This is an optimization exercise on Yosys and OpenROAD, whose aim is small area and a short achievable clock period, not a production implementation.
RTL that was checked went through simulation tests only; none was proved equivalent to the original.
For runs 1 to 3, 5 and 6, only the layout was checked, not whether the RTL still works.
Power and IR drop assume default switching activity.

<file path="design/flow/config.mk">
export PLATFORM = sky130hd
export DESIGN_NAME = dacSubsystem
export DESIGN_NICKNAME = dacSubsystem
export VERILOG_FILES = /design/flow/design.v
export SDC_FILE = /design/flow/constraint.sdc
export NUM_CORES = 4
export LEC_CHECK = 0
export CAP_MARGIN = 20
export CORE_MARGIN = 2
export CORE_UTILIZATION = 40
export SETUP_SLACK_MARGIN = 2.8
export SLEW_MARGIN = 20
</file>
<file path="design/flow/constraint.sdc">
create_clock -name core_clock -period 6.0 [get_ports {ck933}]
set_input_delay 1.2000 -clock core_clock [delete_from_list [all_inputs] [get_ports {ck933}]]
set_output_delay 1.2000 -clock core_clock [all_outputs]
set_load 0.01 [all_outputs]
</file>
<file path="design/flow/design.v">
package hostBusPkg;
  typedef logic [11-1:0] addrT;
  typedef logic [16-1:0] dataT;
  typedef logic [1:0] offsetT;
  typedef enum logic [2:0] {
    MISC,
    GPIO,
    SERIAL,
    INTERP0,
    INTERP1,
    INTERP2,
    NONE
  } regionT;
  typedef struct packed {
    logic       rd;
    logic [1:0] dacIdx;
    logic [4:0] regAddr;
  } serialCmdT;
endpackage
package dspPkg;
  typedef logic signed [18-1:0] sampleT;
  typedef logic [14-1:0] dacWordT;
  typedef logic [1:0] ratioT;
endpackage
`timescale 1ns/100ps
module hostRegs (
  input  logic               ck933,
  input  logic               rstN,
  input  logic               nCs,
  input  logic               nWe,
  input  logic               nRd,
  input  hostBusPkg::addrT   addr,
  input  hostBusPkg::dataT   wrData,
  output hostBusPkg::dataT   rdData,
  input  hostBusPkg::dataT   serialRd,
  input  hostBusPkg::dataT   interpRd0,
  input  hostBusPkg::dataT   interpRd1,
  input  hostBusPkg::dataT   interpRd2,
  output logic               serialWrEn,
  output logic               interpWrEn0,
  output logic               interpWrEn1,
  output logic               interpWrEn2,
  output hostBusPkg::offsetT wrOffset,
  output logic               softReset,
  output hostBusPkg::dataT   gpioOut
);
  hostBusPkg::regionT region;
  hostBusPkg::dataT   rdMux;
  logic               wrStrobe;
  logic               rdStrobe;
  always_comb begin
    case (addr[11-1:2])
      (11'h000 >> 2):    region = hostBusPkg::MISC;
      (11'h004 >> 2):    region = hostBusPkg::GPIO;
      (11'h008 >> 2):  region = hostBusPkg::SERIAL;
      (11'h00C >> 2): region = hostBusPkg::INTERP0;
      (11'h010 >> 2): region = hostBusPkg::INTERP1;
      (11'h014 >> 2): region = hostBusPkg::INTERP2;
      default:              region = hostBusPkg::NONE;
    endcase
  end
  assign wrOffset = addr[1:0];
  assign wrStrobe = !nCs && !nWe;
  assign rdStrobe = !nCs && !nRd;
  assign serialWrEn  = wrStrobe && (region == hostBusPkg::SERIAL);
  assign interpWrEn0 = wrStrobe && (region == hostBusPkg::INTERP0);
  assign interpWrEn1 = wrStrobe && (region == hostBusPkg::INTERP1);
  assign interpWrEn2 = wrStrobe && (region == hostBusPkg::INTERP2);
  always_ff @(posedge ck933) begin
    if (!rstN) begin
      softReset <= 1'b0;
    end else begin
      softReset <= wrStrobe && (region == hostBusPkg::MISC) && (wrOffset == 2'd0);
    end
  end
  always_ff @(posedge ck933) begin
    if (!rstN || softReset) begin
      gpioOut <= 16'h0003;
    end else if (wrStrobe && (region == hostBusPkg::GPIO)) begin
      gpioOut <= wrData;
    end
  end
  always_comb begin
    rdMux = '0;
    case (region)
      hostBusPkg::MISC: begin
        if (wrOffset == 2'd1) begin
          rdMux = 16'h0A31;
        end
      end
      hostBusPkg::GPIO:    rdMux = gpioOut;
      hostBusPkg::SERIAL:  rdMux = serialRd;
      hostBusPkg::INTERP0: rdMux = interpRd0;
      hostBusPkg::INTERP1: rdMux = interpRd1;
      hostBusPkg::INTERP2: rdMux = interpRd2;
      default:             rdMux = '0;
    endcase
  end
  always_ff @(posedge ck933) begin
    if (rdStrobe) begin
      rdData <= rdMux;
    end
  end
endmodule
`timescale 1ns/100ps
module dacSerialCtrl (
  input  logic               ck933,
  input  logic               rstN,
  input  logic               softReset,
  input  logic               wrEn,
  input  hostBusPkg::offsetT wrOffset,
  input  hostBusPkg::dataT   wrData,
  output hostBusPkg::dataT   rdData,
  output logic               sclk,
  output logic [2:0]         dacNCs,
  output logic               sdioOut,
  output logic               sdioOe,
  input  logic               sdioIn
);
  typedef enum logic [1:0] {
    sIdle,
    sLoad,
    sShift,
    sEnd
  } stateT;
  stateT                  state;
  hostBusPkg::serialCmdT  cmd;
  logic [7:0]             txByte;
  logic [7:0]             rxByte;
  logic [5:0]             cnt;
  logic [3:0]             bitCnt;
  logic [1:0]             phase;
  logic [15:0]            frame;
  logic [15:0]            nextBits;
  logic [3:0]             selOneHot;
  logic                   busy;
  logic                   startFrame;
  logic                   rst;
  assign rst        = !rstN || softReset;
  assign busy       = (state != sIdle);
  assign startFrame = wrEn && (wrOffset == 2'd1) && !busy;
  assign selOneHot  = 4'b0001 << cmd.dacIdx;
  assign bitCnt     = cnt[5:2];
  assign phase      = cnt[1:0];
  assign frame = {cmd, txByte};
  always_comb begin
    for (int i = 0; i < 16; i++) begin
      nextBits[i] = (i < 15) ? frame[14 - i] : 1'b0;
    end
  end
  always_ff @(posedge ck933) begin
    if (rst) begin
      state   <= sIdle;
      cmd     <= '0;
      txByte  <= '0;
      rxByte  <= '0;
      sclk    <= 1'b0;
      dacNCs  <= 3'b111;
      sdioOut <= 1'b0;
      sdioOe  <= 1'b0;
    end else begin
      case (state)
        sIdle: begin
          if (wrEn && (wrOffset == 2'd0)) begin
            cmd <= wrData[7:0];
          end
          if (startFrame) begin
            txByte <= wrData[7:0];
            state  <= sLoad;
          end
        end
        sLoad: begin
          sdioOut <= cmd[7];
          sdioOe  <= 1'b1;
          dacNCs  <= ~selOneHot[2:0];
          state   <= sShift;
        end
        sShift: begin
          if (phase == 2'd1) begin
            sclk <= ~&dacNCs;
          end
          if (cmd.rd && bitCnt[3] && (phase == 2'd2)) begin
            rxByte <= {rxByte[6:0], sdioIn};
          end
          if (phase == 2'd3) begin
            sclk <= 1'b0;
            if (bitCnt == 4'd15) begin
              dacNCs <= 3'b111;
              sdioOe <= 1'b0;
              state  <= sEnd;
            end else begin
              sdioOut <= nextBits[bitCnt];
              if (cmd.rd && (bitCnt == 4'd7)) begin
                sdioOe <= 1'b0;
              end
            end
          end
        end
        sEnd: begin
          if (phase == 2'd1) begin
            state <= sIdle;
          end
        end
        default: state <= sIdle;
      endcase
    end
  end
  always_ff @(posedge ck933) begin
    if (state == sLoad) begin
      cnt <= '0;
    end else begin
      cnt <= cnt + 1'b1;
    end
  end
  always_comb begin
    rdData = '0;
    case (wrOffset)
      2'd0:   rdData[7:0] = cmd;
      2'd1: rdData[7:0] = txByte;
      2'd2: begin
        rdData[7:0]              = rxByte;
        rdData[8] = busy;
      end
      default: rdData = '0;
    endcase
  end
endmodule
`timescale 1ns/100ps
module interpolator (
  input  logic               ck933,
  input  logic               rstN,
  input  logic               softReset,
  input  logic               wrEn,
  input  hostBusPkg::offsetT wrOffset,
  input  hostBusPkg::dataT   wrData,
  output hostBusPkg::dataT   rdData,
  input  dspPkg::sampleT     sample,
  input  logic               sampleEn,
  output dspPkg::dacWordT    dacWord
);
  localparam int fracW = 3;
  localparam int accW  = 18 + fracW + 1;
  localparam int diffW = 18 + 1;
  dspPkg::ratioT             ratio;
  logic signed [16-1:0] offset;
  logic signed [diffW-1:0]   diff;
  dspPkg::sampleT            target;
  logic signed [accW-1:0]    acc;
  logic signed [accW-1:0]    step;
  logic [3:0]                stepsLeft;
  logic [accW-1:0]           accNext;
  logic [diffW-1:0]          diffNext;
  logic [accW-3:0]           rndA;
  logic [accW-3:0]           rndB;
  logic [accW-3:0]           rndS;
  logic [accW-3:0]           rndC;
  logic [accW-3:0]           sum;
  logic signed [accW-7:0]    rounded;
  logic [14-1:0]         clipped;
  logic                      rst;
  assign rst = !rstN || softReset;
  assign step = $signed({diff, 3'b000}) >>> ratio;
  assign rndA    = {acc[accW-1], acc[accW-1:fracW]};
  assign rndB    = {{(accW-2-16){offset[16-1]}}, offset};
  assign rndS    = rndA ^ rndB ^ (accW-2)'(8);
  assign rndC    = ((rndA & rndB) | ((rndA | rndB) & (accW-2)'(8))) << 1;
  fastAdd #(.W(accW-2)) rndAdd (.a(rndS), .b(rndC), .cin(1'b0), .s(sum));
  assign rounded = sum[accW-3:4];
  fastAdd #(.W(accW)) accAdd (.a(acc), .b(step), .cin(1'b0), .s(accNext));
  fastAdd #(.W(diffW)) diffSub (
    .a   ({sample[18-1], sample}),
    .b   (~{target[18-1], target}),
    .cin (1'b1),
    .s   (diffNext)
  );
  always_comb begin
    if (rounded[accW-7:14-1] == '0 || rounded[accW-7:14-1] == '1) begin
      clipped = {~rounded[14-1], rounded[14-2:0]};
    end else begin
      clipped = {~rounded[accW-7], {(14-1){~rounded[accW-7]}}};
    end
  end
  always_ff @(posedge ck933) begin
    if (rst) begin
      ratio     <= '0;
      offset    <= '0;
      target    <= '0;
      acc       <= '0;
      stepsLeft <= '0;
      dacWord   <= 14'h2000;
    end else begin
      if (wrEn && (wrOffset == 2'd0)) begin
        ratio <= wrData[1:0];
      end
      if (wrEn && (wrOffset == 2'd1)) begin
        offset <= wrData;
      end
      if (sampleEn) begin
        target    <= sample;
        acc       <= {target[18-1], target, 3'b000};
        stepsLeft <= 4'd1 << ratio;
      end else if (stepsLeft != 4'd0) begin
        acc       <= accNext;
        stepsLeft <= stepsLeft - 1'b1;
      end
      dacWord <= clipped;
    end
  end
  always_ff @(posedge ck933) begin
    if (sampleEn) begin
      diff <= diffNext;
    end
  end
  always_comb begin
    rdData = '0;
    case (wrOffset)
      2'd0:  rdData[1:0] = ratio;
      2'd1: rdData = offset;
      default:     rdData = '0;
    endcase
  end
endmodule
module fastAdd #(
  parameter int W = 22
) (
  input  logic [W-1:0] a,
  input  logic [W-1:0] b,
  input  logic         cin,
  output logic [W-1:0] s
);
  localparam int L = $clog2(W);
  logic [W-1:0] p;
  logic [W-1:0] g [L+1];
  logic [W-1:0] t [L+1];
  logic [W:0]   c;
  assign p    = a ^ b;
  assign g[0] = (a & b) | {{(W-1){1'b0}}, p[0] & cin};
  assign t[0] = p;
  for (genvar l = 0; l < L; l++) begin : gLevel
    for (genvar i = 0; i < W; i++) begin : gBit
      if ((i >> l) % 2 == 1) begin : gJoin
        localparam int j = ((i >> (l + 1)) << (l + 1)) + (1 << l) - 1;
        assign g[l+1][i] = g[l][i] | (t[l][i] & g[l][j]);
        assign t[l+1][i] = t[l][i] & t[l][j];
      end else begin : gPass
        assign g[l+1][i] = g[l][i];
        assign t[l+1][i] = t[l][i];
      end
    end
  end
  assign c = {g[L], cin};
  assign s = p ^ c[W-1:0];
endmodule
`timescale 1ns/100ps
module dacSubsystem (
  input  logic             ck933,
  input  logic             rstN,
  input  logic             nCs,
  input  logic             nWe,
  input  logic             nRd,
  input  hostBusPkg::addrT addr,
  input  hostBusPkg::dataT wrData,
  output hostBusPkg::dataT rdData,
  input  dspPkg::sampleT   sample0,
  input  dspPkg::sampleT   sample1,
  input  dspPkg::sampleT   sample2,
  input  logic             sampleEn0,
  input  logic             sampleEn1,
  input  logic             sampleEn2,
  output logic             sclk,
  output logic             dacNCs0,
  output logic             dacNCs1,
  output logic             dacNCs2,
  output logic             sdioOut,
  output logic             sdioOe,
  input  logic             sdioIn,
  output dspPkg::dacWordT  dacWord0,
  output dspPkg::dacWordT  dacWord1,
  output dspPkg::dacWordT  dacWord2,
  output logic             dacRst,
  output logic             bsyncNLock,
  output logic             demodNLock
);
  hostBusPkg::offsetT wrOffset;
  hostBusPkg::dataT   serialRd;
  hostBusPkg::dataT   interpRd0;
  hostBusPkg::dataT   interpRd1;
  hostBusPkg::dataT   interpRd2;
  hostBusPkg::dataT   gpioOut;
  logic               serialWrEn;
  logic               interpWrEn0;
  logic               interpWrEn1;
  logic               interpWrEn2;
  logic               softReset;
  logic [2:0]         dacNCs;
  hostRegs hostRegs (
    .ck933       (ck933),
    .rstN        (rstN),
    .nCs         (nCs),
    .nWe         (nWe),
    .nRd         (nRd),
    .addr        (addr),
    .wrData      (wrData),
    .rdData      (rdData),
    .serialRd    (serialRd),
    .interpRd0   (interpRd0),
    .interpRd1   (interpRd1),
    .interpRd2   (interpRd2),
    .serialWrEn  (serialWrEn),
    .interpWrEn0 (interpWrEn0),
    .interpWrEn1 (interpWrEn1),
    .interpWrEn2 (interpWrEn2),
    .wrOffset    (wrOffset),
    .softReset   (softReset),
    .gpioOut     (gpioOut)
  );
  assign dacRst     = softReset;
  assign bsyncNLock = gpioOut[0];
  assign demodNLock = gpioOut[1];
  dacSerialCtrl dacSerialCtrl (
    .ck933     (ck933),
    .rstN      (rstN),
    .softReset (softReset),
    .wrEn      (serialWrEn),
    .wrOffset  (wrOffset),
    .wrData    (wrData),
    .rdData    (serialRd),
    .sclk      (sclk),
    .dacNCs    (dacNCs),
    .sdioOut   (sdioOut),
    .sdioOe    (sdioOe),
    .sdioIn    (sdioIn)
  );
  assign dacNCs0 = dacNCs[0];
  assign dacNCs1 = dacNCs[1];
  assign dacNCs2 = dacNCs[2];
  interpolator interp0 (
    .ck933     (ck933),
    .rstN      (rstN),
    .softReset (softReset),
    .wrEn      (interpWrEn0),
    .wrOffset  (wrOffset),
    .wrData    (wrData),
    .rdData    (interpRd0),
    .sample    (sample0),
    .sampleEn  (sampleEn0),
    .dacWord   (dacWord0)
  );
  interpolator interp1 (
    .ck933     (ck933),
    .rstN      (rstN),
    .softReset (softReset),
    .wrEn      (interpWrEn1),
    .wrOffset  (wrOffset),
    .wrData    (wrData),
    .rdData    (interpRd1),
    .sample    (sample1),
    .sampleEn  (sampleEn1),
    .dacWord   (dacWord1)
  );
  interpolator interp2 (
    .ck933     (ck933),
    .rstN      (rstN),
    .softReset (softReset),
    .wrEn      (interpWrEn2),
    .wrOffset  (wrOffset),
    .wrData    (wrData),
    .rdData    (interpRd2),
    .sample    (sample2),
    .sampleEn  (sampleEn2),
    .dacWord   (dacWord2)
  );
endmodule
</file>
<file path="design/flow/run.sh">
#!/bin/bash
# synth_recipe.tcl (not shown) runs the flow's synth.tcl, then flattens the netlist and writes it again
# the make line also repeats each setting of config.mk as NAME=value (left out here)
make -C /OpenROAD-flow-scripts/flow DESIGN_CONFIG=/design/flow/config.mk WORK_HOME=/design/flow/orfs CLKGATE_MAP_FILE= SYNTH_SCRIPT=/design/flow/synth_recipe.tcl finish
</file>
==> impl_metrics.toml, run 1 <==
[status]
status = "finished clean"

[power]
p_sw_share_pct = 30.75
p_clk_share_pct = 34.5
post-layout-total-power_mw = 7.322
power_frac_comb_pct = 26.5
power_leakage_nw = 11.77
cellInternalPower_mw = 5.070
sequentialPowerShare_pct = 39.0
power.ir.vdd_worst_v = 0.0002005
power.net_switching_mw = 2.251
p_per_area_mw_per_mm2 = 251.2

[cells_and_area]
layout.core_utilization_pct = 52.69
postLayoutCellArea_sq_mm = 0.02914
seqCellArea_sq_mm = 0.007938
synthToLayoutAreaGrowth_pct = 29.95
multi_input_comb_area_sq_mm = 0.01512
share_of_post_route_cells_with_drive_strength_above_1_pct = 21.76
finalNetCount = 3111
diodes = 0
finish.cell_count_without_fillers = 3533
layout.filler_cells = 4924

[placed_design]
place.gp.congestion = 0.8697
dp_worst_slack_ns = 1.493
placedCellCount = 3300
dpl-instance-area_sq_mm = 0.02487
place_hpwl_um = 43480
port_buffers = 156

[logic_synthesis]
synth-edff-count = 73
synth-seq-area-share_pct = 35.03
compound_cell_area_share_of_the_yosys_netlist_pct = 17.20
synthSimpleGateAreaFrac_pct = 13.76
ys_seq_elements = 356
post_syn_area_sq_mm = 0.02243
synthesis.area_per_instance_sq_um = 8.968
post_synth_mux_area_share_pct = 8.056
synth-xor-area-share_pct = 4.530
synth-warning-count = 12
synthCells = 2501
synth_top_family_by_area = "compound AO/OA/AOI/OAI gates"
synthArstFlopShare_pct = 0
yosys.area_share.adder_pct = 16.31
synthesis.nets = 2860
synthDistinctLibCells = 79
synthFlopType = "sky130_fd_sc_hd__dfxtp_1"

[timing]
whs_ns = 0.4521
rsz0062_at_grt = "true"
hold_violations = 0
tns_ns = 0
timing.slew.headroom_pct = 28.74
finalSetupViolations = 0
post_route_fraction_of_the_period_consumed_by_the_critical_path_pct = 57.68
max_clock_freq_mhz = 289.0
drv_slew = 0
postLayoutSetupSlackWorst_ns = 2.539
skew_ns = 0.02075
worst-slew-pin-transition_ns = 1.069
timing.final.crit_period_ns = 3.461

[clock_network]
tritoncts = "built"
clock_tree.htree_level_count = 2
clk_pin_slew_worst_paths_ns = 0.06
insertion_delay_ns = 0.58
clock_sink_count = 356
tritoncts.num_buffers = 43
ctsRootBufferMaster = "sky130_fd_sc_hd__clkbuf_16"
cts.path.max_buffers = 3

[routing]
post_drt_wl_per_cell_um = 18.23
num_vias = 19130
detailed_route_vias_per_instance = 5.415
drt-pass1-iter-count = 5
totalWireLength_um = 64420
drc = 0
dr.first_iter.drc_count = 1200
route.antenna.remaining_nets = 0

[worst_setup_path]
largest_stage_delay_on_the_critical_path_ns = 0.41
worst_path_bufs_invs = 2
path_max_fanout = 5
worstPathCellList = "ha_4 -> ha_4 -> nand4_1 -> a211oi_4 -> o211ai_2 -> o21ai_2 -> a21bo_4 -> inv_2 -> fa_2 -> nand2_2 -> a21oi_2 -> a21oi_2 -> o21ai_1 -> mux2i_1 -> o32a_4 -> buf_6 -> o21ai_2"
worst_setup_path_start_kind = "flip-flop"
criticalPathCategory = "flip-flop to flip-flop"
crit_path_end_kind = "flip-flop"
critical_path.slowest_cell = "sky130_fd_sc_hd__fa_2"
cpLargestDelayFamily = "compound AO/OA/AOI/OAI gates"
cp.required_ns = 6.46
worstPathArrival_ns = 3.92

[min_path]
hold_path_class = "flip-flop to flip-flop"

[global_route]
grt.overflow.total = 0
number_of_global_route_vias_before_repair = 18755
number_of_antenna_violations_at_the_first_check_in_global_routing = 1
globalRouteTotalUtil_pct = 21.55
maximum_number_of_pins_on_one_net_before_global_route_repair = 162
grt_pass1_wl_um = 99550

[floorplan]
core_sq_mm = 0.05531
design.die.area_sq_mm = 0.05798
floorplan.die.height_um = 240.8
core.rowCount = 86
pin_count = 157
chipWidth_um = 240.8
start_util_pct = 40.55

[flow_run]
max-cap-violations = 0
==> power groups by stage <==
stage | combinational (mW) | clock, mW | sequential (mW)
after CTS | 1.78 | 2.59 | 2.85
final | 1.94 | 2.53 | 2.86
after floorplan | 1.16 | 0 | 2.84
after global placement | 1.58 | 0 | 2.89
after global routing | 2.14 | 2.67 | 2.88
after detailed placement | 1.61 | 0 | 2.89
==> worst register-to-register path: stages, from the launching register on <==
cell and delay (ns):
sky130_fd_sc_hd__dfxtp_4 0.36, sky130_fd_sc_hd__ha_4 0.25, sky130_fd_sc_hd__ha_4 0.25, sky130_fd_sc_hd__nand4_1 0.17, sky130_fd_sc_hd__a211oi_4 0.35, sky130_fd_sc_hd__o211ai_2 0.13, sky130_fd_sc_hd__o21ai_2 0.18, sky130_fd_sc_hd__a21bo_4 0.15
sky130_fd_sc_hd__inv_2 0.04, sky130_fd_sc_hd__fa_2 0.41, sky130_fd_sc_hd__nand2_2 0.09, sky130_fd_sc_hd__a21oi_2 0.06, sky130_fd_sc_hd__a21oi_2 0.11, sky130_fd_sc_hd__o21ai_1 0.08, sky130_fd_sc_hd__mux2i_1 0.24, sky130_fd_sc_hd__o32a_4 0.30
sky130_fd_sc_hd__buf_6 0.13, sky130_fd_sc_hd__o21ai_2 0.05
==> layout make-up <==
cell class	count	share of cell area, %
clock buffer	58	3.958
clock inverter	20	0.5967
inverter	177	2.426
multi-input combinational	1847	51.88
sequential	356	27.24
tap	748	3.211
timing repair buffer	327	10.69
==> worst paths after layout <==
| kind | from | endpoint | slack, ns | cells after the start |
|---|---|---|---|---|
| setup / recovery | interp2.offset[2] | interp2.dacWord[4] | 2.54 | 17 |
| hold reg to reg | dacSerialCtrl.sclk | dacSerialCtrl.sclk | 0.45 | 2 |
| hold / removal | dacSerialCtrl.sclk | dacSerialCtrl.sclk | 0.45 | 2 |
| setup reg to reg | interp2.offset[2] | interp2.dacWord[4] | 2.54 | 17 |
==> state kept, by name, summed over array words and instances (netlist names), 16 cells and up <==
signal / cells
interp1.acc: 22
interp0.target: 18
interp0.offset: 16
hostRegs.gpioOut: 16
hostRegs.rdData: 16
interp1.target: 18
interp2.diff: 19
interp0.acc: 22
interp0.diff: 19
interp2.offset: 16
interp2.target: 18
interp1.offset: 16
interp1.diff: 19
interp2.acc: 22
==> cell usage after synthesis (all sizes together) (9+ instances only) <==
cell type  count  share of area [%]
dfxtp        283                 25
nand2        268                4.5
nor2         246                4.1
a21oi        233                5.2
ha           230                 13
inv          176                2.9
mux2i        113                5.0
o21ai        112                2.7
clkbuf        99                1.7
a211oi        90                3.1
edfxtp        73                9.8
xnor2         65                2.5
xor2          51                2.0
fa            39                3.5
nor3          35               0.78
a21o          30                1.0
nor2b         28               0.78
buf           25               0.49
nand3         25               0.56
mux2          22                1.1
nand2b        20               0.56
mux4          19                1.9
or3           17               0.47
and2          16               0.45
a31oi         15               0.42
a221oi        14               0.55
a222oi        14               0.62
o21bai        13               0.44
o21a          12               0.40
a22o          10               0.39
nand4         10               0.28
nor4          10               0.31
o211ai         9               0.35
==> metal layers <==
metal	part of all wire [%]	track usage (%)	up-vias	routed length (um)
li1	-	-	9370	-
met1	44	27.97	9173	28050
met2	48	36.67	467	30910
met3	5.7	3.466	120	3652
met4	2.8	6.828	0	1809
met5	0	0	-	0
==> layout by cell type, fill, tap and decap left out, types with 29 or more instances in the layout <==
| cell | n |
|---|---|
| sky130_fd_sc_hd__nor2_1 | 236 |
| sky130_fd_sc_hd__clkdlybuf4s50_1 | 127 |
| sky130_fd_sc_hd__a21o_1 | 30 |
| sky130_fd_sc_hd__clkbuf_16 | 46 |
| sky130_fd_sc_hd__nand2_1 | 258 |
| sky130_fd_sc_hd__ha_4 | 41 |
| sky130_fd_sc_hd__buf_6 | 29 |
| sky130_fd_sc_hd__edfxtp_1 | 73 |
| sky130_fd_sc_hd__dfxtp_1 | 243 |
| sky130_fd_sc_hd__xor2_1 | 47 |
| sky130_fd_sc_hd__a21oi_1 | 203 |
| sky130_fd_sc_hd__buf_4 | 130 |
| sky130_fd_sc_hd__o21ai_2 | 45 |
| sky130_fd_sc_hd__a211oi_1 | 72 |
| sky130_fd_sc_hd__nor3_1 | 29 |
| sky130_fd_sc_hd__o21ai_0 | 44 |
| sky130_fd_sc_hd__inv_1 | 157 |
| sky130_fd_sc_hd__xnor2_1 | 63 |
| sky130_fd_sc_hd__mux2i_1 | 104 |
| sky130_fd_sc_hd__ha_1 | 184 |
==> cell families (layout without fill, tap and decap cells) <==
logic type | count (synthesis) | count (layout)
compound gates | 602 | 604
simple gates | 703 | 704
buf+inv | 301 | 582
xor+xnor | 116 | 116
fa+ha+maj | 269 | 269
mux | 154 | 154
flops | 356 | 356
==> repair_timing <==
action / 4_1_cts / 5_1_grt
buffers inserted: 91 / 56
hold buffers: 0 / 0
gates resized for setup: 281 / 180
pin swaps: 110 / 125
endpoints found under the setup margin: 197 / 158
gates cloned: 6 / 2
==> inputs of run 2 (changes only) <==
--- a/design/flow/config.mk
+++ b/design/flow/config.mk
@@ -5,8 +5,9 @@
 export SDC_FILE = /design/flow/constraint.sdc
 export NUM_CORES = 4
 export LEC_CHECK = 0
+export ABC_AREA = 1
 export CAP_MARGIN = 20
 export CORE_MARGIN = 2
 export CORE_UTILIZATION = 40
-export SETUP_SLACK_MARGIN = 2.8
+export SETUP_SLACK_MARGIN = 3.3
 export SLEW_MARGIN = 20
==> run 2 against run 1 <==
  * Via count increased by 12%
  * Routed wire length increased by 11%
  * Clock skew is 0.0099 ns higher
  * First-iteration DRC count fell by 1.3%
  * Critical path depth is 8 lower
  * Power rose by 8.2%
  * Global-route usage increased by 1.5 points
  * Non-clock buffer count is 3 lower
  * Critical path type is now input port to flip-flop
==> impl_metrics.toml, run 2 <==
[status]
status = "finished clean"

[logic_synthesis]
synthesis.area_per_instance_sq_um = 7.675
most_frequent_cell_after_synthesis = "sky130_fd_sc_hd__nand2_1"
yosys.area_share.adder_pct = 15.81
synthesis.nets = 3375
yosysTopAreaCellShare_pct = 24.48
synth.cells.most_frequent = "sky130_fd_sc_hd__nand2_1, sky130_fd_sc_hd__inv_1, sky130_fd_sc_hd__a21oi_1"
ys_seq_elements = 356
synthArstFlopShare_pct = 0
synthCells = 3016
post_synth_mux_area_share_pct = 1.297
synth_top_family_by_area = "compound AO/OA/AOI/OAI gates"
compound_cell_area_share_of_the_yosys_netlist_pct = 18.11
top_area_cells_in_the_synthesized_netlist = "sky130_fd_sc_hd__dfxtp_1, sky130_fd_sc_hd__ha_1, sky130_fd_sc_hd__edfxtp_1"
synth-xor-area-share_pct = 3.368
post_syn_area_sq_mm = 0.02315
synthDistinctLibCells = 53
synth-warning-count = 12
synthSimpleGateAreaFrac_pct = 17.67
cell_type_contributing_the_most_total_cell_area_after_synthesis = "sky130_fd_sc_hd__dfxtp_1"
synth-seq-area-share_pct = 33.95
synthFlopType = "sky130_fd_sc_hd__dfxtp_1"
synth-edff-count = 73

[cells_and_area]
layout_top_registers = "interp0.acc (22), interp1.acc (22), interp2.acc (22)"
share_of_post_route_cells_with_drive_strength_above_1_pct = 26.87
layout.cells.most_common = "sky130_fd_sc_hd__nand2_1"
finish.cell_count_without_fillers = 4101
finalNetCount = 3661
final_cell_mix = "sky130_fd_sc_hd__nand2_1, sky130_fd_sc_hd__inv_1, sky130_fd_sc_hd__a21oi_1, sky130_fd_sc_hd__dfxtp_1, sky130_fd_sc_hd__o21ai_0"
layout.filler_cells = 5229
synthToLayoutAreaGrowth_pct = 35.49

[worst_setup_path]
worstPathArrival_ns = 3.36
crit_path_end_kind = "flip-flop"
path_max_fanout = 5
worst_setup_path_start_kind = "input port"
cp.required_ns = 6.35
rr_worst_depth = 14
criticalPathCategory = "input port to flip-flop"

[clock_network]
tritoncts.num_buffers = 45
tritoncts = "built"
hold_buffers = 0
cts.path.max_buffers = 3
clock_tree.htree_level_count = 2
ctsRootBufferMaster = "sky130_fd_sc_hd__clkbuf_16"
insertion_delay_ns = 0.59
clock_sink_count = 356
clk_pin_slew_worst_paths_ns = 0.06

[power]
power_leakage_nw = 13.21
power.ir.vdd_worst_v = 0.0001922
p_per_area_mw_per_mm2 = 252.6
post-layout-total-power_mw = 7.923

[global_route]
grt.overflow.total = 0
number_of_antenna_violations_at_the_first_check_in_global_routing = 4
maximum_number_of_pins_on_one_net_before_global_route_repair = 84
grt_pass1_wl_um = 109600
globalRouteTotalUtil_pct = 23.04
number_of_global_route_vias_before_repair = 20672

[routing]
totalWireLength_um = 71730
post_drt_wl_per_cell_um = 17.49
drc = 0
route.antenna.remaining_nets = 0
num_vias = 21345
drt-pass1-iter-count = 7
detailed_route_vias_per_instance = 5.205
dr.first_iter.drc_count = 1185

[floorplan]
start_util_pct = 40.27
chipWidth_um = 244.6
core.rowCount = 88
core_sq_mm = 0.05748
floorplan.die.height_um = 244.6
design.die.area_sq_mm = 0.05981
pin_count = 157

[placed_design]
place.gp.congestion = 0.9074
place_hpwl_um = 49270
port_buffers = 156
dp_worst_slack_ns = 1.756
placedCellCount = 3849

[timing]
drv_slew = 0
tns_ns = 0
worst-slew-pin-transition_ns = 1.143
rsz0062_at_grt = "true"
post_route_fraction_of_the_period_consumed_by_the_critical_path_pct = 50.27
skew_ns = 0.03068
postLayoutSetupSlackWorst_ns = 2.984
whs_ns = 0.4508
hold_violations = 0
finalSetupViolations = 0
timing.final.crit_period_ns = 3.016
timing.slew.headroom_pct = 23.75
max_clock_freq_mhz = 331.6

[min_path]
hold_path_class = "flip-flop to flip-flop"
worst_hold_path.num_cells = 2

[flow_run]
max-cap-violations = 0
[run 2: final timing paths]
kind / end / from / slack, ns
setup / recovery: interp2.diff[16] / sample2[10] / 2.98
hold / removal: hostRegs.gpioOut[10] / hostRegs.gpioOut[10] / 0.45
setup reg to reg: interp0.acc[8] / interp0.ratio[0] / 3.14
hold reg to reg: hostRegs.gpioOut[10] / hostRegs.gpioOut[10] / 0.45
[run 2: cells by family after synthesis]
logic type / after synthesis
muxes: 30
and+or+nand+nor: 971
AOI/OAI and AO/OA: 715
DFF: 356
adders and majority gates: 269
buffers and inverters: 586
xor gates and xnor gates: 89
[run 2: report_power, final]
part | total, mW | switching [mW] | internal, mW
registers | 2.90 | 0.193 | 2.71
clock network | 2.62 | 1.08 | 1.54
logic | 2.40 | 1.35 | 1.05
[run 2: critical path: stages]
cell	delay [ns]
sky130_fd_sc_hd__clkdlybuf4s50_1	0.45
sky130_fd_sc_hd__ha_1	0.39
sky130_fd_sc_hd__nand2_1	0.12
sky130_fd_sc_hd__nor2_2	0.30
sky130_fd_sc_hd__nand4_1	0.15
sky130_fd_sc_hd__nand2_1	0.11
sky130_fd_sc_hd__inv_2	0.05
sky130_fd_sc_hd__fa_2	0.57
sky130_fd_sc_hd__inv_2	0.03
[run 2: cell type report]
cell class / count / area, sq um / area share, %
repair buffers: 324 / 3105 / 9.902
flip-flops and latches: 356 / 7969 / 25.41
inverters: 485 / 1982 / 6.319
clock inverters: 15 / 116.4 / 0.3710
multi-input cells: 2088 / 15920 / 50.77
well taps: 765 / 957.2 / 3.052
diodes: 1 / 2.502 / 0.007979
repair inverters: 2 / 15.01 / 0.04787
clock buffers: 65 / 1294 / 4.125
[run 2: timing repair]
action | CTS | global route
endpoints found under the setup margin | 261 | 245
cloned | 14 | 4
pin swaps | 117 | 174
setup buffers | 103 | 50
gates resized for setup | 382 | 379
[run 2: routing by layer]
metal | global-route usage (%) | vias up | routed length (um)
met5 | 0 | - | 37
met4 | 7.407 | 6 | 2111
met3 | 3.742 | 129 | 3771
met2 | 38.84 | 489 | 34200
met1 | 30.05 | 10115 | 31610
li1 | - | 10606 | -
[run 2: metrics by stage]
stage          area, sq um  utilization (%)
2_1_floorplan        23790                -
3_3_place_gp         25850            44.97
3_5_place_dp         25850            44.97
6_report             31360            54.57
4_1_cts              29430            51.21
5_1_grt              31360            54.56
==> inputs of run 3 (changes only) <==
--- a/design/flow/config.mk
+++ b/design/flow/config.mk
@@ -9,5 +9,6 @@
 export CAP_MARGIN = 20
 export CORE_MARGIN = 2
 export CORE_UTILIZATION = 40
-export SETUP_SLACK_MARGIN = 3.3
+export SETUP_SLACK_MARGIN = 2.8
 export SLEW_MARGIN = 20
+export TNS_END_PERCENT = 10
==> run 3 against run 2 <==
  * Clock power is 3% lower
  * Final cell count decreased by 3.6%
  * Hold slack got worse by 0.0012 ns
  * Sequential power barely moved
  * Critical path type unchanged
  * First-iteration DRC count is 13% higher
  * Routed wire length down 11%
  * Register-to-register slack worse by 0.21 ns
  * Via count decreased by 4.8%
  * Largest cell class unchanged
==> impl_metrics.toml, run 3 <==
[status]
status = "finished clean"

[floorplan]
chipWidth_um = 244.6
pin_count = 157
start_util_pct = 40.27
design.die.area_sq_mm = 0.05981
core.rowCount = 88
core_sq_mm = 0.05748
floorplan.die.height_um = 244.6

[worst_setup_path]
path_max_fanout = 9
setup.worst_path.end = "hostRegs.rdData[3]"
criticalPathCategory = "input port to flip-flop"
cpLargestDelayFamily = "simple AND/OR/NAND/NOR gates"
worst_setup_path_start_kind = "input port"
crit_path_end_kind = "flip-flop"
regToRegStartpoint = "interp0.ratio[0]"
worstPathArrival_ns = 3.62
cp.required_ns = 6.41
largest_stage_delay_on_the_critical_path_ns = 0.41
cp.depth = 15
critical_path.slowest_cell = "sky130_fd_sc_hd__clkdlybuf4s50_1"
rr_worst_depth = 16
worst_path_bufs_invs = 2
rrSetupSlack_ns = 2.93
worstReg2RegEnd = "interp0.acc[17]"
cp-startpoint = "addr[9]"
worstPathCellList = "clkdlybuf4s50_1 -> nor2_2 -> nand3_4 -> nor2_4 -> nand2_4 -> ha_2 -> inv_1 -> nand2_1 -> nor2_4 -> nand2_2 -> a21oi_4 -> nand2_1 -> o21ai_0 -> nor2_1 -> a21oi_1"

[clock_network]
ctsRootBufferMaster = "sky130_fd_sc_hd__clkbuf_16"
clock_tree.htree_level_count = 2
clock_sink_count = 356
tritoncts = "built"
tritoncts.num_buffers = 42
hold_buffers = 0
cts.path.max_buffers = 3
insertion_delay_ns = 0.58
clk_pin_slew_worst_paths_ns = 0.06

[placed_design]
place.gp.congestion = 0.9138
place_hpwl_um = 48320
port_buffers = 156

[global_route]
number_of_antenna_violations_at_the_first_check_in_global_routing = 0
grt.overflow.total = 0
gr-usage-met3_pct = 3.720
grt_pass1_wl_um = 101100
maximum_number_of_pins_on_one_net_before_global_route_repair = 130
gr_util_met1_pct = 26.64
number_of_global_route_vias_before_repair = 19860
groute.layer.met2.usage_pct = 34.93
globalRouteTotalUtil_pct = 21.07
globalRoute.busiestLayer = "met2"

[cells_and_area]
layout_top_registers = "interp0.acc (22), interp1.acc (22), interp2.acc (22)"
layout.core_utilization_pct = 47.51
layout.cells.most_common = "sky130_fd_sc_hd__nand2_1"
finalNetCount = 3513
final_cell_mix = "sky130_fd_sc_hd__nand2_1, sky130_fd_sc_hd__inv_1, sky130_fd_sc_hd__a21oi_1, sky130_fd_sc_hd__dfxtp_1, sky130_fd_sc_hd__o21ai_0"
synthToLayoutAreaGrowth_pct = 17.97
share_of_post_route_cells_with_drive_strength_above_1_pct = 8.409
diodes = 0

[logic_synthesis]
synthCells = 3016
synthFlopType = "sky130_fd_sc_hd__dfxtp_1"
synth.cells.most_frequent = "sky130_fd_sc_hd__nand2_1, sky130_fd_sc_hd__inv_1, sky130_fd_sc_hd__a21oi_1"
ys_seq_elements = 356
most_frequent_cell_after_synthesis = "sky130_fd_sc_hd__nand2_1"
synth-edff-count = 73
synthesis.area_per_instance_sq_um = 7.675
yosysTopAreaCellShare_pct = 24.48
top_area_cells_in_the_synthesized_netlist = "sky130_fd_sc_hd__dfxtp_1, sky130_fd_sc_hd__ha_1, sky130_fd_sc_hd__edfxtp_1"
synthesis.nets = 3375
synthDistinctLibCells = 53
synthArstFlopShare_pct = 0
post_syn_area_sq_mm = 0.02315
synth-warning-count = 12
synth-seq-area-share_pct = 33.95
cell_type_contributing_the_most_total_cell_area_after_synthesis = "sky130_fd_sc_hd__dfxtp_1"

[power]
power_leakage_nw = 12.11
power.ir.vdd_worst_v = 0.0002986
p_per_area_mw_per_mm2 = 268.8

[timing]
rsz0062_at_grt = "true"
timing.slew.headroom_pct = 32.34
tns_ns = 0
post_route_fraction_of_the_period_consumed_by_the_critical_path_pct = 53.48
worst-slew-pin-transition_ns = 1.015
max_clock_freq_mhz = 311.6
drv_slew = 0
timing.final.crit_period_ns = 3.209
skew_ns = 0.01963
hold_violations = 0
finalSetupViolations = 0

[routing]
dr.first_iter.drc_count = 1339
route.antenna.remaining_nets = 0
totalWireLength_um = 64020
detailed_route_vias_per_instance = 5.143
num_vias = 20327
drc = 0
post_drt_wl_per_cell_um = 16.20
drt-pass1-iter-count = 7

[flow_run]
max-cap-violations = 0

[min_path]
hold_path_class = "flip-flop to flip-flop"
timing.hold.worst.start = "hostRegs.gpioOut[15]"
==> run 3: worst reg2reg max path: cells and delay by family (launching register included) <==
family,cells,cell delay (ns)
AO/OA/AOI/OAI,1,0.17
XOR/XNOR,1,0.15
adder cells (fa/ha/maj),2,0.75
buffers and inverters,3,0.36
flip-flops,1,0.37
multiplexers,2,0.45
AND/OR/NAND/NOR,7,0.76
==> run 3: cell type report <==
type | instances | area (sq um)
Clock buffer | 55 | 1184
Clock inverter | 22 | 158.9
Fill cell | 5657 | 30170
Inverter | 485 | 1854
Multi-Input combinational cell | 2076 | 13390
Sequential cell | 356 | 7866
Tap cell | 765 | 957.2
Timing Repair Buffer | 193 | 1899
==> run 3: report_power, final <==
| part | total [mW] | switching, mW | internal, mW | leakage, nW |
|---|---|---|---|---|
| Combinational | 1.92 | 1.14 | 0.788 | 8.40 |
| Sequential | 2.87 | 0.171 | 2.70 | 3.03 |
| Clock | 2.54 | 1.07 | 1.47 | 0.668 |
==> run 3: timing repair <==
action	in CTS	in global routing
gates cloned	0	2
setup buffers	3	19
pin swaps	3	27
setup endpoints to repair	157	142
gates resized for setup	19	87
==> run 3: kinds of logic after synthesis <==
kind of cell / synth area share (%)
adders and majority gates: 15.81
xor gates and xnor gates: 3.368
buffers and inverters: 9.805
DFF: 33.95
AOI/OAI and AO/OA: 18.11
muxes: 1.297
and+or+nand+nor: 17.67
==> run 3: metal layers <==
| layer | up-vias | part of all wire, % |
|---|---|---|
| met5 | - | 0 |
| met4 | 0 | 4.5 |
| met3 | 148 | 5.3 |
| met2 | 519 | 46 |
| met1 | 9385 | 44 |
| li1 | 10275 | - |
==> run 3: worst min-delay path by stage <==
stage | endpoint | cells after the start
after CTS | hostRegs.gpioOut[4] | 2
after detailed placement | hostRegs.gpioOut[4] | 2
final | hostRegs.gpioOut[15] | 2
after global placement | hostRegs.gpioOut[13] | 2
after global routing | hostRegs.gpioOut[9] | 2
after floorplan | hostRegs.gpioOut[4] | 2
==> run 3: metrics by stage <==
step	setup WS (ns)	instance area, sq um	std cells	power, mW	hold slack [ns]
2_1_floorplan	2.597	23230	3016	4.182	0.4233
4_1_cts	2.617	26870	3931	7.365	0.4504
3_3_place_gp	1.856	25420	3850	4.728	0.4325
5_1_grt	2.665	27310	3952	7.781	0.4758
3_5_place_dp	1.720	25450	3851	4.786	0.4398
6_report	2.791	27310	3952	7.340	0.4496
==> inputs of run 4 (changes only) <==
--- a/design/flow/design.v
+++ b/design/flow/design.v
@@ -247,6 +247,7 @@
   dspPkg::sampleT            target;
   logic signed [accW-1:0]    acc;
   logic signed [accW-1:0]    step;
+  logic signed [accW-1:0]    diffSh;
   logic [3:0]                stepsLeft;
   logic [accW-1:0]           accNext;
   logic [diffW-1:0]          diffNext;
@@ -259,7 +260,8 @@
   logic [14-1:0]         clipped;
   logic                      rst;
   assign rst = !rstN || softReset;
-  assign step = $signed({diff, 3'b000}) >>> ratio;
+  assign diffSh = {diff, 3'b000};
+  assign step   = diffSh >>> ratio;
   assign rndA    = {acc[accW-1], acc[accW-1:fracW]};
   assign rndB    = {{(accW-2-16){offset[16-1]}}, offset};
   assign rndS    = rndA ^ rndB ^ (accW-2)'(8);
--- a/design/flow/config.mk
+++ b/design/flow/config.mk
@@ -11,4 +11,3 @@
 export CORE_UTILIZATION = 40
 export SETUP_SLACK_MARGIN = 2.8
 export SLEW_MARGIN = 20
-export TNS_END_PERCENT = 10
==> run 4 against run 3 <==
  * Largest power group unchanged
  * Final cell count fell by 0.15%
  * Combinational power rose by 3%
  * Count of clock-buffer cells in the layout rose by 9
  * Maximum frequency rose by 4.5%
  * Sequential power barely moved
  * Critical endpoint is now dacSerialCtrl.txByte[7]
  * Die area fell by 1.4%
  * Global-route usage rose by 0.56 points
  * Sequential share of layout area fell by 0.15 points
  * Largest cell class unchanged
==> impl_metrics.toml, run 4 <==
[floorplan]
chipWidth_um = 242.9
start_util_pct = 40.48
floorplan.die.height_um = 242.9
core.rowCount = 87
pin_count = 157
core_sq_mm = 0.05639
design.die.area_sq_mm = 0.05899

[clock_network]
clock_sink_count = 356
tritoncts = "built"
tritoncts.num_buffers = 44
insertion_delay_ns = 0.58
hold_buffers = 0
ctsRootBufferMaster = "sky130_fd_sc_hd__clkbuf_16"
clk_pin_slew_worst_paths_ns = 0.06
clock_tree.htree_level_count = 2
cts.path.max_buffers = 3

[min_path]
hold_path_class = "flip-flop to flip-flop"

[global_route]
globalRouteTotalUtil_pct = 21.63
maximum_number_of_pins_on_one_net_before_global_route_repair = 146
number_of_antenna_violations_at_the_first_check_in_global_routing = 1
number_of_global_route_vias_before_repair = 19491
grt.overflow.total = 0
grt_pass1_wl_um = 103100

[cells_and_area]
finalNetCount = 3513
layout.filler_cells = 5542
layout.core_utilization_pct = 48.74
share_of_post_route_cells_with_drive_strength_above_1_pct = 9.031
synthToLayoutAreaGrowth_pct = 20.40
layout.cells.most_common = "sky130_fd_sc_hd__nand2_1"
layout_top_registers = "interp0.acc (22), interp1.acc (22), interp2.acc (22)"
final_cell_mix = "sky130_fd_sc_hd__nand2_1, sky130_fd_sc_hd__inv_1, sky130_fd_sc_hd__dfxtp_1, sky130_fd_sc_hd__a21oi_1, sky130_fd_sc_hd__o21ai_0"

[timing]
drv_slew = 0
timing.slew.headroom_pct = 30.60
timing.final.crit_period_ns = 3.072
hold_violations = 0
max_clock_freq_mhz = 325.5
finalSetupViolations = 0
skew_ns = 0.02476
rsz0062_at_grt = "true"
worst-slew-pin-transition_ns = 1.041
post_route_fraction_of_the_period_consumed_by_the_critical_path_pct = 51.20
tns_ns = 0

[worst_setup_path]
criticalPathCategory = "input port to flip-flop"
cp.required_ns = 6.52
crit_path_end_kind = "flip-flop"
worstPathArrival_ns = 3.59
path_max_fanout = 21
worst_setup_path_start_kind = "input port"

[logic_synthesis]
synth.cells.most_frequent = "sky130_fd_sc_hd__nand2_1, sky130_fd_sc_hd__inv_1, sky130_fd_sc_hd__dfxtp_1"
cell_type_contributing_the_most_total_cell_area_after_synthesis = "sky130_fd_sc_hd__dfxtp_1"
yosysTopAreaCellShare_pct = 24.82
synth-seq-area-share_pct = 34.42
ys_seq_elements = 356
synthDistinctLibCells = 55
synthesis.nets = 3341
post_syn_area_sq_mm = 0.02283
top_area_cells_in_the_synthesized_netlist = "sky130_fd_sc_hd__dfxtp_1, sky130_fd_sc_hd__ha_1, sky130_fd_sc_hd__edfxtp_1"
most_frequent_cell_after_synthesis = "sky130_fd_sc_hd__nand2_1"
synthCells = 2982
synth-warning-count = 12
synthFlopType = "sky130_fd_sc_hd__dfxtp_1"
synthArstFlopShare_pct = 0
synth-edff-count = 73
synthesis.area_per_instance_sq_um = 7.655

[power]
power_leakage_nw = 12.26
cellInternalPower_mw = 5.137
power.net_switching_mw = 2.426
p_sw_share_pct = 32.08
power_frac_comb_pct = 26.2
post-layout-total-power_mw = 7.563
p_per_area_mw_per_mm2 = 275.2
sequentialPowerShare_pct = 38.1
p_clk_share_pct = 35.6
power.ir.vdd_worst_v = 0.0002152

[routing]
num_vias = 20460
post_drt_wl_per_cell_um = 16.73
totalWireLength_um = 66000
drt-pass1-iter-count = 5
drc = 0
dr.first_iter.drc_count = 1333
detailed_route_vias_per_instance = 5.185
route.antenna.remaining_nets = 0

[flow_run]
max-cap-violations = 0

[placed_design]
place_hpwl_um = 48580
port_buffers = 156
place.gp.congestion = 0.8752

[status]
status = "finished clean"
run 4: changes by cell type after synthesis, moves of 4 or more:
cell and delta:
sky130_fd_sc_hd__nor2_1 -35, sky130_fd_sc_hd__a211oi_2 -32, sky130_fd_sc_hd__a211oi_1 +30, sky130_fd_sc_hd__inv_1 -19, sky130_fd_sc_hd__nand2_1 +18, sky130_fd_sc_hd__a31oi_1 +9
sky130_fd_sc_hd__o21ai_1 -9, sky130_fd_sc_hd__o221ai_1 -9, sky130_fd_sc_hd__a21oi_1 -8, sky130_fd_sc_hd__o21ai_0 +8, sky130_fd_sc_hd__o22ai_1 +6, sky130_fd_sc_hd__buf_1 +4
sky130_fd_sc_hd__o211ai_1 +4
run 4: what timing repair did:
action,in CTS,in global routing
cloned,0,6
pin swaps,5,42
setup buffers,8,40
hold endpoints to repair,0,0
resized for setup,47,104
endpoints found under the setup margin,148,158
run 4: power groups by stage:
stage          clock network [mW]  logic, mW  registers [mW]
3_3_place_gp                    0       1.82            2.92
3_5_place_dp                    0       1.87            2.93
6_report                     2.70       1.98            2.88
5_1_grt                      2.85       2.24            2.91
4_1_cts                      2.76       1.90            2.88
2_1_floorplan                   0       1.28            2.89
run 4: worst paths after layout:
path / start / to / slack, ns / cells after the start
worst max-delay path: addr[0] / dacSerialCtrl.txByte[7] / 2.93 / 11
worst min-delay path: hostRegs.gpioOut[10] / hostRegs.gpioOut[10] / 0.45 / 2
worst max register to register: interp1.offset[3] / interp1.dacWord[12] / 2.95 / 17
worst min register to register: hostRegs.gpioOut[10] / hostRegs.gpioOut[10] / 0.45 / 2
run 4: final cells by class:
cell class	count	area [sq um]	area share, %
multi-input cells	2062	13200	48.04
flip-flops and latches	356	7875	28.65
repair buffers	223	2167	7.885
inverters	467	1832	6.665
clock buffers	64	1279	4.653
well taps	756	945.9	3.442
clock inverters	17	177.7	0.6465
diodes	1	2.502	0.009105
run 4: through the flow:
stage	cell area [sq um]	hold WS (ns)	cells	setup WS, ns
final	27480	0.4484	3946	2.928
after global routing	27480	0.4713	3946	2.767
after CTS	26780	0.4488	3898	2.724
after detailed placement	25160	0.4400	3809	1.657
after global placement	25160	0.4333	3809	1.804
after floorplan	22970	0.4233	2982	2.626
run 4: critical path, stage by stage:
cell                              delay, ns
sky130_fd_sc_hd__clkdlybuf4s50_1       0.63
sky130_fd_sc_hd__inv_1                 0.09
sky130_fd_sc_hd__nor2_1                0.10
sky130_fd_sc_hd__buf_4                 0.30
sky130_fd_sc_hd__clkinvlp_4            0.22
sky130_fd_sc_hd__nor2_4                0.31
sky130_fd_sc_hd__nand2_2               0.13
sky130_fd_sc_hd__nor2_4                0.24
sky130_fd_sc_hd__buf_4                 0.16
sky130_fd_sc_hd__o21ai_1               0.05
sky130_fd_sc_hd__a21oi_1               0.15
run 4: per-layer routing:
| metal | wire, um | track usage [%] | vias to the layer above |
|---|---|---|---|
| met5 | 0 | 0 | - |
| met4 | 2054 | 7.452 | 0 |
| met3 | 3163 | 2.598 | 112 |
| met2 | 30960 | 36.13 | 530 |
| met1 | 29820 | 28.88 | 9532 |
| li1 | - | - | 10286 |
run 4: cell families after synthesis:
group / count (synthesis) / share of synthesized area, %
buf+inv: 567 / 9.658
simple gates: 950 / 17.32
fa+ha+maj: 269 / 16.03
flops: 356 / 34.42
mux: 30 / 1.316
compound gates: 721 / 17.85
xor+xnor: 89 / 3.415
==> inputs of run 5 (changes only) <==
--- a/design/flow/design.v
+++ b/design/flow/design.v
@@ -247,8 +247,10 @@
   dspPkg::sampleT            target;
   logic signed [accW-1:0]    acc;
   logic signed [accW-1:0]    step;
-  logic signed [accW-1:0]    diffSh;
   logic [3:0]                stepsLeft;
+  logic                      ramping;
+  logic [3:0]                stepSel;
+  logic [accW+2:0]           diffX;
   logic [accW-1:0]           accNext;
   logic [diffW-1:0]          diffNext;
   logic [accW-3:0]           rndA;
@@ -260,8 +262,15 @@
   logic [14-1:0]         clipped;
   logic                      rst;
   assign rst = !rstN || softReset;
-  assign diffSh = {diff, 3'b000};
-  assign step   = diffSh >>> ratio;
+  assign ramping = (stepsLeft != 4'd0);
+  assign stepSel = {4{ramping}} & (4'b0001 << ratio);
+  assign diffX   = {{3{diff[diffW-1]}}, diff, 3'b000};
+  always_comb begin
+    for (int i = 0; i < accW; i++) begin
+      step[i] = (stepSel[0] & diffX[i]) | (stepSel[1] & diffX[i + 1]) |
+                (stepSel[2] & diffX[i + 2]) | (stepSel[3] & diffX[i + 3]);
+    end
+  end
   assign rndA    = {acc[accW-1], acc[accW-1:fracW]};
   assign rndB    = {{(accW-2-16){offset[16-1]}}, offset};
   assign rndS    = rndA ^ rndB ^ (accW-2)'(8);
@@ -301,9 +310,11 @@
         target    <= sample;
         acc       <= {target[18-1], target, 3'b000};
         stepsLeft <= 4'd1 << ratio;
-      end else if (stepsLeft != 4'd0) begin
+      end else begin
         acc       <= accNext;
-        stepsLeft <= stepsLeft - 1'b1;
+        if (ramping) begin
+          stepsLeft <= stepsLeft - 1'b1;
+        end
       end
       dacWord <= clipped;
     end
--- a/design/flow/config.mk
+++ b/design/flow/config.mk
@@ -9,5 +9,5 @@
 export CAP_MARGIN = 20
 export CORE_MARGIN = 2
 export CORE_UTILIZATION = 40
-export SETUP_SLACK_MARGIN = 2.8
+export SETUP_SLACK_MARGIN = 3.0
 export SLEW_MARGIN = 20
==> run 5 against run 4 <==
  * Still clean on timing, DRC and antenna
  * Power is 4.1% higher
  * Clock power is 4% higher
  * First-iteration DRC count is 21% higher
  * Maximum frequency shrank 4.3%
  * Hold slack better by 0.016 ns
  * Sequential cell count did not move
  * Final area up 7.4%
  * Clock skew up 0.020 ns
  * Largest power group unchanged
==> impl_metrics.toml, run 5 <==
[worst_setup_path]
worst_path_bufs_invs = 8
criticalPathCategory = "flip-flop to flip-flop"
largest_stage_delay_on_the_critical_path_ns = 0.39
critical_path.slowest_cell = "sky130_fd_sc_hd__fa_2"
cp.required_ns = 6.45
worstPathArrival_ns = 3.66
path_max_fanout = 6
cpLargestDelayFamily = "simple AND/OR/NAND/NOR gates"
crit_path_end_kind = "flip-flop"
worst_setup_path_start_kind = "flip-flop"
worstPathCellList = "inv_2 -> ha_4 -> nand2_4 -> nor2_4 -> buf_6 -> nor2_4 -> clkinv_4 -> o22ai_1 -> inv_1 -> fa_2 -> inv_2 -> nand3_2 -> o211ai_1 -> nand2_1 -> nand2_4 -> buf_6 -> buf_8 -> nand3_1 -> and3_1 -> o31ai_1 -> inv_1"

[logic_synthesis]
compound_cell_area_share_of_the_yosys_netlist_pct = 18.90
synthCells = 2946
synth-warning-count = 12
ys_seq_elements = 356
cell_type_contributing_the_most_total_cell_area_after_synthesis = "sky130_fd_sc_hd__dfxtp_1"
synth-xor-area-share_pct = 3.563
synth_top_family_by_area = "compound AO/OA/AOI/OAI gates"
synthArstFlopShare_pct = 0
synth.cells.most_frequent = "sky130_fd_sc_hd__nand2_1, sky130_fd_sc_hd__inv_1, sky130_fd_sc_hd__a21oi_1"
synthesis.nets = 3302
synth-seq-area-share_pct = 34.75
post_synth_mux_area_share_pct = 0
synth-edff-count = 73
post_syn_area_sq_mm = 0.02261
most_frequent_cell_after_synthesis = "sky130_fd_sc_hd__nand2_1"
synthSimpleGateAreaFrac_pct = 16.80
synthFlopType = "sky130_fd_sc_hd__dfxtp_1"
top_area_cells_in_the_synthesized_netlist = "sky130_fd_sc_hd__dfxtp_1, sky130_fd_sc_hd__ha_1, sky130_fd_sc_hd__edfxtp_1"
synthDistinctLibCells = 53
yosysTopAreaCellShare_pct = 25.05
yosys.area_share.adder_pct = 16.01
synthesis.area_per_instance_sq_um = 7.676

[floorplan]
design.die.area_sq_mm = 0.05845
floorplan.die.height_um = 241.8
core_sq_mm = 0.05617
core.rowCount = 87
start_util_pct = 40.26
pin_count = 157
chipWidth_um = 241.8

[power]
power_frac_comb_pct = 28.3
power_leakage_nw = 13.55
p_per_area_mw_per_mm2 = 266.7
power.ir.vdd_worst_v = 0.0002173
cellInternalPower_mw = 5.333
post-layout-total-power_mw = 7.869
power.net_switching_mw = 2.536
p_clk_share_pct = 35.7
sequentialPowerShare_pct = 36.0
p_sw_share_pct = 32.23

[routing]
detailed_route_vias_per_instance = 5.257
drt-pass1-iter-count = 8
dr.first_iter.drc_count = 1614
totalWireLength_um = 69040
post_drt_wl_per_cell_um = 17.09
num_vias = 21245
route.antenna.remaining_nets = 0
drc = 0

[clock_network]
cts.path.max_buffers = 3
clock_sink_count = 356
insertion_delay_ns = 0.61
tritoncts = "built"
ctsRootBufferMaster = "sky130_fd_sc_hd__clkbuf_16"
clock_tree.htree_level_count = 2
tritoncts.num_buffers = 45
hold_buffers = 0
clk_pin_slew_worst_paths_ns = 0.06

[placed_design]
port_buffers = 156
place.gp.congestion = 0.9359
dpl-instance-area_sq_mm = 0.02511
place_hpwl_um = 47890

[cells_and_area]
postLayoutCellArea_sq_mm = 0.02951
final_cell_mix = "sky130_fd_sc_hd__inv_1, sky130_fd_sc_hd__nand2_1, sky130_fd_sc_hd__a21oi_1, sky130_fd_sc_hd__dfxtp_1, sky130_fd_sc_hd__ha_1"
layout.cells.most_common = "sky130_fd_sc_hd__inv_1"
synthToLayoutAreaGrowth_pct = 30.49
layout_top_registers = "interp0.acc (22), interp1.acc (22), interp2.acc (22)"
share_of_post_route_cells_with_drive_strength_above_1_pct = 19.57
finalNetCount = 3604
layout.filler_cells = 5238
diodes = 0

[global_route]
number_of_antenna_violations_at_the_first_check_in_global_routing = 0
grt_pass1_wl_um = 106900
globalRouteTotalUtil_pct = 22.45
grt.overflow.total = 0
number_of_global_route_vias_before_repair = 20311
maximum_number_of_pins_on_one_net_before_global_route_repair = 145

[timing]
timing.final.crit_period_ns = 3.210
hold_violations = 0
drv_slew = 0
rsz0062_at_grt = "true"
tns_ns = 0
timing.slew.headroom_pct = 46.19
max_clock_freq_mhz = 311.5
skew_ns = 0.04451
finalSetupViolations = 0
post_route_fraction_of_the_period_consumed_by_the_critical_path_pct = 53.50
worst-slew-pin-transition_ns = 0.8063

[flow_run]
max-cap-violations = 0

[status]
status = "finished clean"

[min_path]
hold_path_class = "flip-flop to flip-flop"
-- run 5: cell count changes in the layout (fill, tap and decap cells not counted), sizes merged, moves of 29 or more --
cell    change
o22ai      +29
buf       +115
mux2i      -30
nand2      -77
a21oi      +78
a211oi     -46
-- run 5: worst paths after layout --
kind | from | end | slack, ns | depth (start not counted)
max | interp1.stepsLeft[0] | interp1.acc[13] | 2.79 | 21
max reg2reg | interp1.stepsLeft[0] | interp1.acc[13] | 2.79 | 21
min | dacSerialCtrl.sdioOut | dacSerialCtrl.sdioOut | 0.46 | 2
min reg2reg | dacSerialCtrl.sdioOut | dacSerialCtrl.sdioOut | 0.46 | 2
-- run 5: cells by family (layout without fill, tap and decap cells) --
family | Yosys count | in the layout
xor gates and xnor gates | 92 | 92
DFF | 356 | 356
and+or+nand+nor | 875 | 885
adders and majority gates | 266 | 266
buffers and inverters | 580 | 909
AOI/OAI and AO/OA | 777 | 777
-- run 5: power groups by stage --
stage	registers [mW]	clock network, mW	logic, mW
5_1_grt	2.85	2.96	2.48
3_5_place_dp	2.87	0	1.74
4_1_cts	2.83	2.86	2.00
6_report	2.83	2.81	2.23
2_1_floorplan	2.84	0	1.22
3_3_place_gp	2.87	0	1.70
-- run 5: layer usage --
layer  part of all wire, %  track usage (%)  up-vias
li1                      -                -    10443
met1                    45            30.68     9952
met2                    46            36.72      711
met3                   6.1            3.463      139
met4                   2.8            6.409        0
met5                     0                0        -
-- run 5: what timing repair did --
action | CTS | global route
buffers inserted | 109 | 56
endpoints found under the setup margin | 201 | 191
hold endpoints to repair | 0 | 0
pin swaps | 95 | 120
gates cloned | 3 | 10
gates resized for setup | 193 | 206
-- run 5: final cells by class --
class | count | area (sq um) | share of cell area [%]
Clock buffer | 66 | 1336 | 4.529
Clock inverter | 18 | 207.7 | 0.7039
Inverter | 488 | 1931 | 6.543
Multi-Input combinational cell | 2020 | 14140 | 47.91
Sequential cell | 356 | 7880 | 26.71
Tap cell | 756 | 945.9 | 3.206
Timing Repair Buffer | 336 | 3064 | 10.38
Timing Repair inverter | 1 | 5.005 | 0.01696
-- run 5: stage by stage --
stage	cells	utilization (%)	hold WS (ns)	worst slack, ns
floorplan	2946	-	0.4410	2.653
global placement	3779	44.70	0.4547	1.822
detailed placement	3779	44.70	0.4565	1.760
CTS	3975	50.13	0.4658	2.855
global route	4041	52.53	0.4909	2.653
finish	4041	52.53	0.4641	2.790
-- run 5: worst reg2reg max path, stage by stage (launching register included) --
cell and delay (ns):
sky130_fd_sc_hd__dfxtp_2 0.34, sky130_fd_sc_hd__inv_2 0.04, sky130_fd_sc_hd__ha_4 0.16, sky130_fd_sc_hd__nand2_4 0.06, sky130_fd_sc_hd__nor2_4 0.06, sky130_fd_sc_hd__buf_6 0.13
sky130_fd_sc_hd__nor2_4 0.16, sky130_fd_sc_hd__clkinv_4 0.12, sky130_fd_sc_hd__o22ai_1 0.16, sky130_fd_sc_hd__inv_1 0.10, sky130_fd_sc_hd__fa_2 0.39, sky130_fd_sc_hd__inv_2 0.07
sky130_fd_sc_hd__nand3_2 0.05, sky130_fd_sc_hd__o211ai_1 0.13, sky130_fd_sc_hd__nand2_1 0.14, sky130_fd_sc_hd__nand2_4 0.14, sky130_fd_sc_hd__buf_6 0.12, sky130_fd_sc_hd__buf_8 0.12
sky130_fd_sc_hd__nand3_1 0.11, sky130_fd_sc_hd__and3_1 0.17, sky130_fd_sc_hd__o31ai_1 0.24, sky130_fd_sc_hd__inv_1 0.06
==> inputs of run 6 (changes only) <==
--- a/design/flow/config.mk
+++ b/design/flow/config.mk
@@ -9,5 +9,5 @@
 export CAP_MARGIN = 20
 export CORE_MARGIN = 2
 export CORE_UTILIZATION = 40
-export SETUP_SLACK_MARGIN = 3.0
+export SETUP_SLACK_MARGIN = 2.8
 export SLEW_MARGIN = 20
==> run 6 against run 5 <==
  * Clock skew is 0.026 ns lower
  * Maximum frequency down 2.6%
  * Global-route usage is 0.14 points higher
  * Sequential share of layout area rose by 0.44 points
==> impl_metrics.toml, run 6 <==
[cells_and_area]
layout_top_registers = "interp0.acc (22), interp1.acc (22), interp2.acc (22)"
diodes = 0
postLayoutCellArea_sq_mm = 0.02899
finish.cell_count_without_fillers = 4019
final_cell_mix = "sky130_fd_sc_hd__inv_1, sky130_fd_sc_hd__nand2_1, sky130_fd_sc_hd__a21oi_1, sky130_fd_sc_hd__dfxtp_1, sky130_fd_sc_hd__ha_1"
share_of_post_route_cells_with_drive_strength_above_1_pct = 16.86
layout.cells.most_common = "sky130_fd_sc_hd__inv_1"

[power]
p_clk_share_pct = 34.6
power_frac_comb_pct = 28.8
cellInternalPower_mw = 5.257
p_per_area_mw_per_mm2 = 266.8
p_sw_share_pct = 32.04
sequentialPowerShare_pct = 36.6
power.ir.vdd_worst_v = 0.0002123

[timing]
post_route_fraction_of_the_period_consumed_by_the_critical_path_pct = 54.91
timing.final.crit_period_ns = 3.294
drv_slew = 0
skew_ns = 0.01898
hold_violations = 0
worst-slew-pin-transition_ns = 0.9162
tns_ns = 0
postLayoutSetupSlackWorst_ns = 2.706
max_clock_freq_mhz = 303.5

[worst_setup_path]
worstPathArrival_ns = 3.77
criticalPathCategory = "flip-flop to flip-flop"
path_max_fanout = 6
crit_path_end_kind = "flip-flop"
worst_setup_path_start_kind = "flip-flop"

[clock_network]
clock_tree.htree_level_count = 2
tritoncts = "built"
insertion_delay_ns = 0.58
ctsRootBufferMaster = "sky130_fd_sc_hd__clkbuf_16"
hold_buffers = 0
cts.path.max_buffers = 3
clock_sink_count = 356
clk_pin_slew_worst_paths_ns = 0.06

[global_route]
grt_pass1_wl_um = 106900
number_of_antenna_violations_at_the_first_check_in_global_routing = 0
number_of_global_route_vias_before_repair = 19965
grt.overflow.total = 0

[routing]
num_vias = 21064
totalWireLength_um = 69580
drc = 0
detailed_route_vias_per_instance = 5.241
route.antenna.remaining_nets = 0
drt-pass1-iter-count = 8
dr.first_iter.drc_count = 1496

[logic_synthesis]
synthSimpleGateAreaFrac_pct = 16.80
cell_type_contributing_the_most_total_cell_area_after_synthesis = "sky130_fd_sc_hd__dfxtp_1"
post_synth_mux_area_share_pct = 0
synthFlopType = "sky130_fd_sc_hd__dfxtp_1"
yosys.area_share.adder_pct = 16.01
synth-xor-area-share_pct = 3.563
synthCells = 2946
synth_top_family_by_area = "compound AO/OA/AOI/OAI gates"
synth-seq-area-share_pct = 34.75
ys_seq_elements = 356
most_frequent_cell_after_synthesis = "sky130_fd_sc_hd__nand2_1"
synth-edff-count = 73
post_syn_area_sq_mm = 0.02261

[floorplan]
start_util_pct = 40.26
core.rowCount = 87
pin_count = 157
chipWidth_um = 241.8

[placed_design]
dp_worst_slack_ns = 1.726
place_hpwl_um = 49190
placedCellCount = 3778
port_buffers = 156
dpl-instance-area_sq_mm = 0.02500

[status]
status = "finished clean"

[min_path]
hold_path_class = "flip-flop to flip-flop"
run 6: cell types whose count changed in the layout (fill, tap and decap cells not counted), sizes merged:
cell,delta
clkbuf,-5
clkinv,+2
clkdlybuf4s50,+9
nand2,-2
clkdlybuf4s15,+3
dlygate4sd2,-3
buf,-14
nor2,-2
clkinvlp,-2
nand3,-1
inv,-1
dlymetal6s2s,-6
run 6: worst max-delay path, cell delays in order (launching register included):
cell                         delay, ns
sky130_fd_sc_hd__dfxtp_2          0.33
sky130_fd_sc_hd__inv_2            0.07
sky130_fd_sc_hd__ha_4             0.15
sky130_fd_sc_hd__nand2_4          0.05
sky130_fd_sc_hd__nor2_4           0.15
sky130_fd_sc_hd__clkinv_4         0.16
sky130_fd_sc_hd__nand2_8          0.13
sky130_fd_sc_hd__clkinvlp_4       0.17
sky130_fd_sc_hd__a21oi_1          0.20
sky130_fd_sc_hd__o21ai_0          0.14
sky130_fd_sc_hd__ha_1             0.36
sky130_fd_sc_hd__nand2_1          0.12
sky130_fd_sc_hd__nor4_2           0.32
sky130_fd_sc_hd__nand2_2          0.09
sky130_fd_sc_hd__nand2_2          0.08
sky130_fd_sc_hd__inv_2            0.04
sky130_fd_sc_hd__fa_2             0.35
sky130_fd_sc_hd__xnor2_1          0.13
sky130_fd_sc_hd__o21ai_1          0.11
sky130_fd_sc_hd__inv_1            0.05
run 6: layout make-up:
class / instances / area [sq um]
clock inverters: 18 / 170.2
clock buffers: 63 / 1265
fillers: 5287 / 27180
flip-flops and latches: 356 / 7868
inverters: 488 / 1931
multi-input cells: 2015 / 13780
repair buffers: 323 / 3029
well taps: 756 / 945.9
run 6: power by group through the flow:
stage / clock network [mW] / registers [mW] / logic [mW]
after detailed placement: 0 / 2.87 / 1.73
after CTS: 2.73 / 2.83 / 1.91
final: 2.68 / 2.83 / 2.23
after global routing: 2.82 / 2.85 / 2.46
after floorplan: 0 / 2.84 / 1.21
after global placement: 0 / 2.87 / 1.67
run 6: through the flow:
step | hold WS, ns | utilization [%] | power [mW]
after floorplan | 0.4410 | - | 4.043
after global placement | 0.4556 | 44.51 | 4.545
after detailed placement | 0.4568 | 44.52 | 4.597
after CTS | 0.4658 | 49.14 | 7.470
after global routing | 0.4884 | 51.61 | 8.137
final | 0.4619 | 51.61 | 7.734
run 6: worst paths after layout:
kind                            slack, ns                  start  depth (start not counted)                    end
worst min-delay path                 0.46  dacSerialCtrl.sdioOut                          2  dacSerialCtrl.sdioOut
worst max-delay path                 2.71   interp0.stepsLeft[0]                         19        interp0.acc[17]
worst max register to register       2.71   interp0.stepsLeft[0]                         19        interp0.acc[17]
worst min register to register       0.46  dacSerialCtrl.sdioOut                          2  dacSerialCtrl.sdioOut
run 6: routing by layer:
layer / vias to the layer above / GRT usage, % / wire (um)
met2: 593 / 37.05 / 32400
met5: - / 0 / 0
met4: 0 / 6.118 / 1747
met1: 9957 / 31.15 / 32010
li1: 10395 / - / -
met3: 119 / 3.063 / 3430
run 6: kinds of logic (layout without fill, tap and decap cells):
group,count (synthesis),after routing
simple gates,875,880
compound gates,777,777
buf+inv,580,892
flops,356,356
fa+ha+maj,266,266
xor+xnor,92,92
run 6: what timing repair did:
item / in CTS / in global routing
gates cloned: 3 / 2
setup endpoints to repair: 194 / 126
setup buffers: 75 / 80
resized for setup: 132 / 218
pin swaps: 48 / 135

Setup slack of run 6, layout unchanged: 2.706 ns with ideal ports, 2.706 ns with driving cells assumed (clock clkbuf_16, inputs buf_2), 2.264 ns with port delays also shifted by the 0.633 ns mid clock arrival.
